Context: an optimization exercise on an open-source flow, tuned for small area and a short achievable clock period. The choices shown serve that exercise and are no tape-out recipe.
Function was checked by simulation only, so behaviour that the tests miss may differ from the original.
Power figures rest on the tool's default switching activity, not on a simulated workload.

== P ==
// mul_ci_pipe
module mul_ci_pipe #(
    parameter int WIDTH = 32,
    parameter int PIPE  = 3
) (
    input  logic             clock,
    input  logic             aclr,
    input  logic             clken,
    input  logic             start,
    input  logic [2:0]       n,
    input  logic [WIDTH-1:0] dataa,
    input  logic [WIDTH-1:0] datab,
    output logic [WIDTH-1:0] result,
    output logic             done,
    output logic             busy
);
Size in the first run: about 3500 cells after synthesis, roughly 110 I/O pins.
==> flow/config.mk <==
export PLATFORM = sky130hd
export DESIGN_NAME = mul_ci_pipe
export DESIGN_NICKNAME = mul_ci_pipe
export VERILOG_FILES = /design/flow/design.v
export SDC_FILE = /design/flow/constraint.sdc
export NUM_CORES = 4
export LEC_CHECK = 0
export CAP_MARGIN = 20
export CORE_MARGIN = 2
export CORE_UTILIZATION = 40
export CTS_CLUSTER_DIAMETER = 150
export CTS_CLUSTER_SIZE = 20
export PLACE_DENSITY = 0.6
export SLEW_MARGIN = 20
export SYNTH_HIERARCHICAL = 1
export SYNTH_MINIMUM_KEEP_SIZE = 0
==> flow/constraint.sdc <==
create_clock -name core_clock -period 10.0 [get_ports {clock}]
set_input_delay 2.0000 -clock core_clock [delete_from_list [all_inputs] [get_ports {clock}]]
set_output_delay 2.0000 -clock core_clock [all_outputs]
set_load 0.01 [all_outputs]
standard.sh (not shown) runs the stock make flow with config.mk's settings and CLKGATE_MAP_FILE= SYNTH_SCRIPT=/design/flow/synth_recipe.tcl, a recipe that flattens the netlist after the stock synthesis.
==> flow/flow/run.sh <==
#!/bin/bash
# The standard layout, with repair_timing aiming for more setup slack than the clock needs,
# so that the resizer works on the paths that set the achieved period, and clock tree
# synthesis without dummy balancing loads. Everything else (synthesis, constraints, clock
# period, floorplan, power grid) is the standard flow.
set -euo pipefail
bash standard.sh SETUP_SLACK_MARGIN=6.55 \
  "CTS_ARGS=-sink_clustering_enable -repair_clock_nets -sink_clustering_size 20 -sink_clustering_max_diameter 150 -dont_use_dummy_load" \
  finish > make_finish.log 2>&1
The inputs of Q differ from those of P as listed below.
- CTS_CLUSTER_SIZE changed from 20 to 24
-- flow/flow/run.sh --
<<< P, line 7
bash standard.sh SETUP_SLACK_MARGIN=6.55 \
  "CTS_ARGS=-sink_clustering_enable -repair_clock_nets -sink_clustering_size 20 -sink_clustering_max_diameter 150 -dont_use_dummy_load" \
>>> Q, line 7
bash standard.sh SETUP_SLACK_MARGIN=6.6 \
  "CTS_ARGS=-sink_clustering_enable -repair_clock_nets -sink_clustering_size 24 -sink_clustering_max_diameter 150 -dont_use_dummy_load" \
Findings:
- In the reports for Q and P, the smaller power share of the clock group belongs to Q.
- Between P and Q, the wire length figures differ only marginally.
- P vs Q, uppermost layer routed: met5 vs met4
- Compared with P, in Q number of multi-input combinational cells in the layout stayed essentially flat; power drawn by the clock network -about 8%; clock slew at the register clock pins of the worst setup and hold paths rose 0.02 ns; power dissipated by switching net loads shrank by 1.7%; highest clock rate now sits at about the same level.
- Sequential power essentially unchanged between Q and P.
> inputs changed (Q -> R)
- CTS_CLUSTER_SIZE changed from 24 to 20
==> flow/flow/run.sh <==
#!/bin/bash
# The standard layout, with repair_timing aiming for more setup slack than the clock needs,
# so that the resizer works on the paths that set the achieved period. Everything else
# (synthesis, constraints, clock period, floorplan, power grid) is the standard flow.
set -euo pipefail
bash standard.sh SETUP_SLACK_MARGIN=6.65 finish > make_finish.log 2>&1
### Flow results
- Compared with Q, clock-buffer cell count in R increased by more than half.
- Clock period minus worst slack: R vs Q — no meaningful difference
- [compare] base=Q new=R: synthesized area saw little to no change; sequential share of cell area saw a decrease; highest ir drop seen on vdd saw an increase; final worst slack saw little to no change; total power saw an increase.
- A uppermost metal layer occupied by signal nets of met5 is what R shows, while met4 belongs to Q.
- Per the comparison of R with Q, via count of the routed design shows an increase of 1.4%; maximum frequency from static timing analysis shows no meaningful change.
- Every stage of the flow completed for Q, and the final layout passed the timing, DRC and antenna checks.
- The final layout from R, which completed every stage, passed the timing, DRC and antenna checks at the end of the flow.

* * *

== old ==
mul_ci_pipe, a different RTL version from the one above (not shown whole).
Size in the first run: ~3,600 cells after synthesis, roughly 490 flip-flops, about 43,000 um^2 of cells after synthesis.
Design mul_ci_pipe, start of the top module:
module mul_ci_pipe #(
    parameter int WIDTH = 32,
    parameter int PIPE  = 3
) (
    input  logic             clock,
    input  logic             aclr,
    input  logic             clken,
    input  logic             start,
    input  logic [2:0]       n,
    input  logic [WIDTH-1:0] dataa,
    input  logic [WIDTH-1:0] datab,
    output logic [WIDTH-1:0] result,
    output logic             done,
    output logic             busy
);
==> flow/config.mk <==
export PLATFORM = sky130hd
export DESIGN_NAME = mul_ci_pipe
export DESIGN_NICKNAME = mul_ci_pipe
export VERILOG_FILES = /design/flow/design.v
export SDC_FILE = /design/flow/constraint.sdc
export NUM_CORES = 4
export LEC_CHECK = 0
export CAP_MARGIN = 20
export CORE_MARGIN = 2
export CORE_UTILIZATION = 40
export CTS_CLUSTER_DIAMETER = 150
export CTS_CLUSTER_SIZE = 20
export PLACE_DENSITY = 0.6
export SLEW_MARGIN = 20
export SYNTH_HIERARCHICAL = 1
export SYNTH_MINIMUM_KEEP_SIZE = 0
==> flow/constraint.sdc <==
create_clock -name core_clock -period 10.0 [get_ports {clock}]
set_input_delay 2.0000 -clock core_clock [delete_from_list [all_inputs] [get_ports {clock}]]
set_output_delay 2.0000 -clock core_clock [all_outputs]
set_load 0.01 [all_outputs]
==> flow/flow/run.sh <==
#!/bin/bash
# The standard layout, with repair_timing aiming for more setup slack than the clock needs,
# so that the resizer works on the paths that set the achieved period. Everything else
# (synthesis, constraints, clock period, floorplan, power grid) is the standard flow.
set -euo pipefail
bash standard.sh SETUP_SLACK_MARGIN=6.65 finish > make_finish.log 2>&1
> inputs changed (old -> new)
-- flow/flow/run.sh --
<<< old, line 4
# (synthesis, constraints, clock period, floorplan, power grid) is the standard flow.
set -euo pipefail
bash standard.sh SETUP_SLACK_MARGIN=6.65 finish > make_finish.log 2>&1
>>> new, line 4
# (synthesis, constraints, clock period, floorplan, power grid) is the standard flow.
set -euo pipefail
bash standard.sh SETUP_SLACK_MARGIN=6.5 finish > make_finish.log 2>&1
==> comparison <==
- new: all stages complete, timing, DRC and antenna checks passed
- Between old and new, the power in sequential cells figures differ only marginally.
- Looking at old and new, the number of standard cells after synthesis is a wash.
- Measured against each other, old and new differ in sequential share of cell area, the higher figure coming from new.
- A kind of critical path of reg -> out is what new shows, while reg -> reg belongs to old.
- Number of placed instances, taps included: old vs new — no meaningful difference

* * *

mul_ci_pipe with an RTL version that a note above also has.
Size: about 3500 cells after synthesis, roughly 490 flip-flops, roughly 110 I/O pins.
Settings: LEC_CHECK=0, CAP_MARGIN=20, CORE_MARGIN=2, CORE_UTILIZATION=45, CTS_CLUSTER_DIAMETER=150, CTS_CLUSTER_SIZE=20, PLACE_DENSITY=0.65, SLEW_MARGIN=20, SYNTH_HIERARCHICAL=1, SYNTH_MINIMUM_KEEP_SIZE=0; clock period 10.0 ns.
==> flow/flow/run.sh <==
#!/bin/bash
# The standard layout, with repair_timing aiming for more setup slack than the clock needs,
# so that the resizer works on the paths that set the achieved period, and clock tree
# synthesis without dummy balancing loads. Everything else (synthesis, constraints, clock
# period, floorplan, power grid) is the standard flow.
set -euo pipefail
bash standard.sh SETUP_SLACK_MARGIN=6.6 \
  "CTS_ARGS=-sink_clustering_enable -repair_clock_nets -sink_clustering_size 20 -sink_clustering_max_diameter 150 -dont_use_dummy_load" \
  finish > make_finish.log 2>&1
Edit:
==> flow/flow/run.sh (replaced) <==
#!/bin/bash
# The standard layout, with repair_timing aiming for more setup slack than the clock needs,
# so that the resizer works on the paths that set the achieved period. Everything else
# (synthesis, constraints, clock period, floorplan, power grid) is the standard flow.
set -euo pipefail
bash standard.sh SETUP_SLACK_MARGIN=6.6 finish > make_finish.log 2>&1
Settings changed: CORE_UTILIZATION 45 to 40, PLACE_DENSITY 0.65 to 0.6.
=> The changed run ran to the end with no violations; global-route usage is lower by 2.2 points; setup slack is better by 64 ps; routed wire length went up by about 3.6%; final cell count climbs by about 3.4%.

[afterwards: timing with drivers on the ports]
Ports are ideal in the flow. The routed layouts listed here were re-timed in OpenROAD.
Step 1, drivers: a clkbuf_16 drives clock and a buf_2 each remaining input, both assumed.
Step 2 also shifts input and output timing later by t, the mid clock arrival at the registers, as if the neighbouring blocks saw the same clock.
a / b / c = ideal / step 1 / step 2; a / b = the first two.
| run | t, ns | setup slack, ns | clock arrival spread, ns | worst data-port slew with drivers (ns) |
|---|---|---|---|---|
| P | 0.678 | 6.541 / 6.510 / 5.941 | 0.080 / 0.080 | 0.06 |
| Q | 0.665 | 6.538 / 6.567 / 5.902 | 0.050 / 0.050 | 0.05 |
| R | 0.707 | 6.539 / 6.539 / 6.046 | 0.065 / 0.065 | 0.07 |
| old | 0.712 | 6.573 / 6.573 / 6.029 | 0.050 / 0.050 | 0.14 |
| new | 0.714 | 6.529 / 6.460 / 5.855 | 0.047 / 0.046 | 0.11 |
| the first run of note 3 | 0.680 | 6.506 / 6.506 / 5.930 | 0.046 / 0.046 | 0.07 |
| the second run of note 3 | 0.698 | 6.570 / 6.585 / 5.902 | 0.021 / 0.021 | 0.05 |
After both steps setup and hold are still met in every run listed. The setup slack of new, which loses most, moves by -0.069 ns with the drivers and by -0.674 ns with both steps.
